What follows belongs to an exercise in optimizing a design on an open flow for small area and a short achievable clock period; a production flow would make more cautious choices. At most, simulation tests tie the RTL to the original design; equivalence was not proved.

==> run a: inputs <==
// iteration_count_palette_top
module iteration_count_palette_top #(
  parameter int COUNT_WIDTH = 16,
  parameter int FRAC_BITS   = 16
) (
  input  logic        clk,
  input  logic        rst,
  input  logic        start,
  output logic        busy,
  input  logic [15:0] iter_count,
  output logic        done,
  output logic [7:0]  red,
  output logic [7:0]  green,
  output logic [7:0]  blue,
  input  logic        psel,
  input  logic        penable,
  input  logic        pwrite,
  input  logic [2:0]  paddr,
  input  logic [31:0] pwdata,
  output logic [31:0] prdata,
  output logic        pready
);
  logic [15:0] max_iterations, max_next;
  logic [15:0] max_n;    
  logic [17:0] max3;     
  logic [2:0]  color_mode, mode_next;
  logic [15:0] rd_q;
  logic        wr_en;
  assign pready = 1'b1;
  assign wr_en  = psel && penable && pwrite;
  always_comb begin
    max_next  = max_iterations;
    mode_next = color_mode;
    if (rst) begin
      max_next  = 16'd100;
      mode_next = 3'd0;
    end else if (wr_en) begin
      if (paddr[2]) mode_next = pwdata[2:0];
      else          max_next  = pwdata[15:0];
    end
  end
  always_ff @(posedge clk) begin
    max_iterations <= max_next;
    max_n          <= ~max_next;
    max3           <= {2'd0, max_iterations} + {1'b0, max_iterations, 1'b0};
    color_mode     <= mode_next;
    rd_q           <= paddr[2] ? {13'd0, mode_next} : max_next;
  end
  assign prdata = {16'd0, rd_q};
  always_ff @(posedge clk) begin
    busy <= rst;
  end
  logic [15:0] cnt_q;
  logic [29:0] vld;
  always_ff @(posedge clk) begin
    cnt_q <= iter_count;
    vld[0] <= start && !busy && !rst;
    for (int k = 1; k < 30; k++) vld[k] <= vld[k-1] && !rst;
    done <= vld[29] && !rst;
  end
  wire n53 = max_iterations[0] | max_iterations[1];
  wire n54 = max_iterations[2] | n53;
  wire n55 = max_iterations[3] | n54;
  wire n56 = max_iterations[4] | n55;
  wire n57 = max_iterations[5] | n56;
  wire n58 = max_iterations[6] | n57;
  wire n59 = max_iterations[7] | n58;
  wire n60 = max_iterations[8] | n59;
  wire n61 = max_iterations[9] | n60;
  wire n62 = max_iterations[10] | n61;
  wire n63 = max_iterations[11] | n62;
  wire n64 = max_iterations[12] | n63;
  wire n65 = max_iterations[13] | n64;
  ...
Settings: LEC_CHECK=0, CAP_MARGIN=20, CORE_MARGIN=2, CORE_UTILIZATION=40, CTS_BUF_LIST=sky130_fd_sc_hd__clkbuf_8, CTS_CLUSTER_DIAMETER=50, CTS_CLUSTER_SIZE=16, SETUP_SLACK_MARGIN=5, SLEW_MARGIN=20; clock period 8.5 ns.
run.sh (not shown) runs the stock make flow with config.mk's settings and CLKGATE_MAP_FILE= SYNTH_SCRIPT=/design/flow/synth_recipe.tcl, a recipe that flattens the netlist after the stock synthesis.
==> run b: changes against run a <==
--- a/flow/config.mk
+++ b/flow/config.mk
@@ -10,6 +10,4 @@
 export CORE_UTILIZATION = 40
 export CTS_BUF_LIST = sky130_fd_sc_hd__clkbuf_8
-export CTS_CLUSTER_DIAMETER = 50
-export CTS_CLUSTER_SIZE = 16
 export SETUP_SLACK_MARGIN = 5
 export SLEW_MARGIN = 20
==> run notes <==
outcome=timing/DRC/antenna clean; RR Endpoint=p22[67]; final-layout clock-cell area share=6.31%; Worst Path Required=9300 ps; clock latency on the worst-skew pair=980 ps; # nets final=8136; crit-path cells=a22oi_1, xnor2_1, fa_1, inv_1, fa_1, inv_1, fa_1, fa_1; sequential share of cell area=34.6%; met2 wire length=79.6 mm
(the above is from run b)
==> run notes <==
outcome=timing/DRC/antenna clean; most instantiated cells after synthesis=dfxtp_1 (1431), inv_1 (998), fa_1 (739); met2 wire length=79.1 mm; final-layout clock-cell area share=4.33%; clock latency on the worst-skew pair=960 ps; # nets final=8054; crit-path cells=inv_1, fa_1, inv_1, fa_1, inv_1, fa_1, inv_1, fa_1; sequential share of cell area=35.3%; Worst Path Required=9320 ps
(the above is from run a)

* * *

==> inputs of 03-20 <==
Another version of the RTL of iteration_count_palette_top (not shown whole).
clock: 8.5 ns
lec_check: 0
cap_margin: 20
core_margin: 2
core_utilization: 40
cts_buf_list: sky130_fd_sc_hd__clkbuf_8
cts_cluster_diameter: 40
cts_cluster_size: 20
setup_slack_margin: 5
slew_margin: 20
==> 02-09: changes against 03-20 <==
CTS_BUF_LIST = not set   (was sky130_fd_sc_hd__clkbuf_8)
CTS_CLUSTER_DIAMETER = not set   (was 40)
CTS_CLUSTER_SIZE = not set   (was 20)
==> 12-07: changes against 03-20 <==
CTS_CLUSTER_DIAMETER = 50   (was 40)
CTS_CLUSTER_SIZE = 16   (was 20)
==> run notes <==
Status: 02-09 timing/DRC/antenna clean; 12-07 timing/DRC/antenna clean; 03-20 timing/DRC/antenna clean
Setup repair after global routing missed its margin: 02-09 false; 12-07 true; 03-20 false
CTS clk-pin slew, worst paths: 02-09 60 ps; 12-07 90 ps; 03-20 90 ps
Clock tree root driver cell: 02-09 clkbuf_16; 12-07 clkbuf_8; 03-20 clkbuf_8
Via count of the first global-routing pass: 02-09 50700; 12-07 50600; 03-20 51100
Depth of the critical timing path with buffers and inverters included: 02-09 1; 12-07 8; 03-20 6
R2r setup slk: 02-09 5140 ps; 12-07 5140 ps; 03-20 5060 ps
Post-route clock period utilization: 02-09 0.403; 12-07 0.396; 03-20 0.405
Post-cts gate resize count: 02-09 21; 12-07 64; 03-20 64
Combined flip-flop and latch cell area: 02-09 34800 um2; 12-07 34800 um2; 03-20 34800 um2
Fraction of final layout cells with drive strength greater than 1: 02-09 0.0955; 12-07 0.0969; 03-20 0.115
Detailed-routed wire length on met2: 02-09 82700 um; 12-07 81800 um; 03-20 82800 um
Multi-input gate area: 02-09 40100 um2; 12-07 40100 um2; 03-20 40100 um2
Critical path class: 02-09 reg -> out; 12-07 reg -> reg; 03-20 reg -> reg
No functional check of the RTL was part of any run of this note.

* * *

==> fjord: inputs <==
iteration_count_palette_top, a different RTL version from the one above (not shown whole).
clock: 8.5 ns
lec_check: 0
cap_margin: 20
core_margin: 2
core_utilization: 40
setup_slack_margin: 5
slew_margin: 20
==> delta (differences from fjord) <==
--- a/flow/config.mk
+++ b/flow/config.mk
@@ -10,3 +10,2 @@
 export CORE_UTILIZATION = 40
-export SETUP_SLACK_MARGIN = 5
 export SLEW_MARGIN = 20
==> tab_implementation.tex <==
\begin{tabular}{lr}
\hline
Metric & Value \\
\hline
\multicolumn{2}{l}{\textbf{Status}} \\
\quad Run status & timing/DRC/antenna clean \\
\multicolumn{2}{l}{\textbf{Timing}} \\
\quad Slew at the pin closest to its max-slew limit & 1.03 ns \\
\quad Achievable Freq & 249 MHz \\
\quad Skew final & between 0.03 and 0.04 ns \\
\quad Worst hold margin & $\sim$0.31 ns \\
\quad Final critical-path share of the clock period & 47.3\% \\
\multicolumn{2}{l}{\textbf{Placed design}} \\
\quad Worst setup slack before clock tree synthesis & approximately 4.2 ns \\
\multicolumn{2}{l}{\textbf{Global routing}} \\
\quad Met1 usage & between 20\% and 30\% \\
\quad Initial antenna violation count & 3 \\
\multicolumn{2}{l}{\textbf{Worst setup path}} \\
\quad Worst reg-to-reg path cell count & 13 \\
\multicolumn{2}{l}{\textbf{Detailed routing}} \\
\quad Violation count after the first detailed-routing iteration & roughly 2,100 \\
\quad Sum of met3 wire segment lengths after detailed routing & around 6400 um \\
\multicolumn{2}{l}{\textbf{Final layout}} \\
\quad Fraction of final layout cells with drive strength greater than 1 & under 10\% \\
\quad Fill count & 18,700 \\
\hline
\end{tabular}
the above is filed under delta

==> tab_implementation.tex <==
\begin{tabular}{lr}
\hline
Metric & Value \\
\hline
\multicolumn{2}{l}{\textbf{Timing}} \\
\quad Skew final & about 0.061 ns \\
\quad Achievable Freq & 292 MHz \\
\quad Worst hold margin & 0.297 ns \\
\quad Slew at the pin closest to its max-slew limit & 0.977 ns \\
\multicolumn{2}{l}{\textbf{Worst setup path}} \\
\quad Worst reg-to-reg path cell count & 8 \\
\quad Worst path bufs/invs & 1 \\
\quad Kind of start point of the critical path & flip-flop \\
\multicolumn{2}{l}{\textbf{Final layout}} \\
\quad Fraction of final layout cells with drive strength greater than 1 & 8.43\% \\
\quad Fill count & 18,500 \\
\multicolumn{2}{l}{\textbf{Status}} \\
\quad Run status & timing/DRC/antenna clean \\
\multicolumn{2}{l}{\textbf{Placed design}} \\
\quad Worst setup slack before clock tree synthesis & around 4 ns \\
\multicolumn{2}{l}{\textbf{Global routing}} \\
\quad Met1 usage & roughly a fifth \\
\quad Initial antenna violation count & 5 \\
\multicolumn{2}{l}{\textbf{Detailed routing}} \\
\quad Sum of met3 wire segment lengths after detailed routing & $\sim$6800 um \\
\hline
\end{tabular}
the above is filed under fjord


* * *

==> branch tundra: inputs <==
iteration_count_palette_top, a different RTL version from the one above (not shown whole).
make LEC_CHECK=0 CAP_MARGIN=20 CORE_MARGIN=2 CORE_UTILIZATION=55 CTS_BUF_LIST=sky130_fd_sc_hd__clkbuf_8 CTS_CLUSTER_DIAMETER=50 CTS_CLUSTER_SIZE=16 SETUP_SLACK_MARGIN=5 SLEW_MARGIN=20 finish   # period 8.5 ns
==> branch umber: changes against branch tundra <==
CORE_UTILIZATION = 40   (was 55)
CTS_CLUSTER_DIAMETER = 70   (was 50)
==> branch amber: changes against branch tundra <==
CORE_UTILIZATION = 40   (was 55)
==> metrics.md <==
| Metric | Value |
|---|---|
| Post-Route WL | 159000 µm |
| Multi-input combinational cell area | 0.0408 mm² |
| CP peak stage delay | 540 ps |
| Final min period | 3470 ps |
| DRT iter0 DRCs | 2490 |
| Status | timing/DRC/antenna clean |
Source of the figures above: branch amber

==> metrics.md <==
| Metric | Value |
|---|---|
| Status | timing/DRC/antenna clean |
| # setup viols final | 0 |
| CP peak stage delay | 530 ps |
| DRT iter0 DRCs | 2264 |
| Num ports | 116 |
| Post-Route WL | 157000 µm |
Source of the figures above: branch tundra

==> metrics.md <==
| Metric | Value |
|---|---|
| Status | timing/DRC/antenna clean |
| Syn Inst Count | 6661 |
| CP peak stage delay | 540 ps |
| Post-Route WL | 159000 µm |
| Final min period | 3470 ps |
| Multi-input combinational cell area | 0.0409 mm² |
| Dominant kind of cell | multi-input combinational cells |
| Hold Slack | 288 ps |
Source of the figures above: branch umber

==> separate check: timing with driven ports <==
In the flow no input, the clock included, has a driving cell. The finished layouts below were timed again as built, in two steps.
Step 1 sets driving cells, clkbuf_16 on the clock port and buf_2 on the other inputs (assumed; they add their load-dependent delay and slew).
Step 2 adds t to the input delays and takes it off the output delays; t is the mean of the earliest and latest rising clock arrival at the registers after step 1. Input paths then give back, and output paths get back, about the clock's delay inside the block.
a / b / c = no drivers / after step 1 / after step 2; a / b = the first two.
run | t, ns | slack for setup (ns) | worst setup path at the end | worst data-port slew with drivers (ns)
run a | 1.007 | 5.124 / 5.074 / 4.758 | input to register | 0.08
run b | 1.010 | 5.096 / 5.076 / 4.773 | input to register | 0.08
03-20 | 1.051 | 5.059 / 5.059 / 4.337 | input to register | 0.12
02-09 | 0.905 | 5.072 / 4.984 / 4.691 | input to register | 0.11
12-07 | 1.029 | 5.136 / 5.132 / 4.306 | input to register | 0.11
fjord | 0.890 | 5.077 / 4.995 / 4.446 | input to register | 0.05
delta | 0.875 | 4.479 / 4.479 / 4.450 | input to register | 0.06
branch tundra | 0.940 | 5.073 / 5.073 / 4.294 | input to register | 0.13
branch umber | 0.936 | 5.033 / 5.033 / 4.484 | input to register | 0.16
branch amber | 0.976 | 5.031 / 5.031 / 4.422 | input to register | 0.13
After both steps setup and hold are still met in every run listed. For 12-07, which loses most, drivers alone change the setup slack by -0.004 ns; drivers and shift together by -0.830 ns.
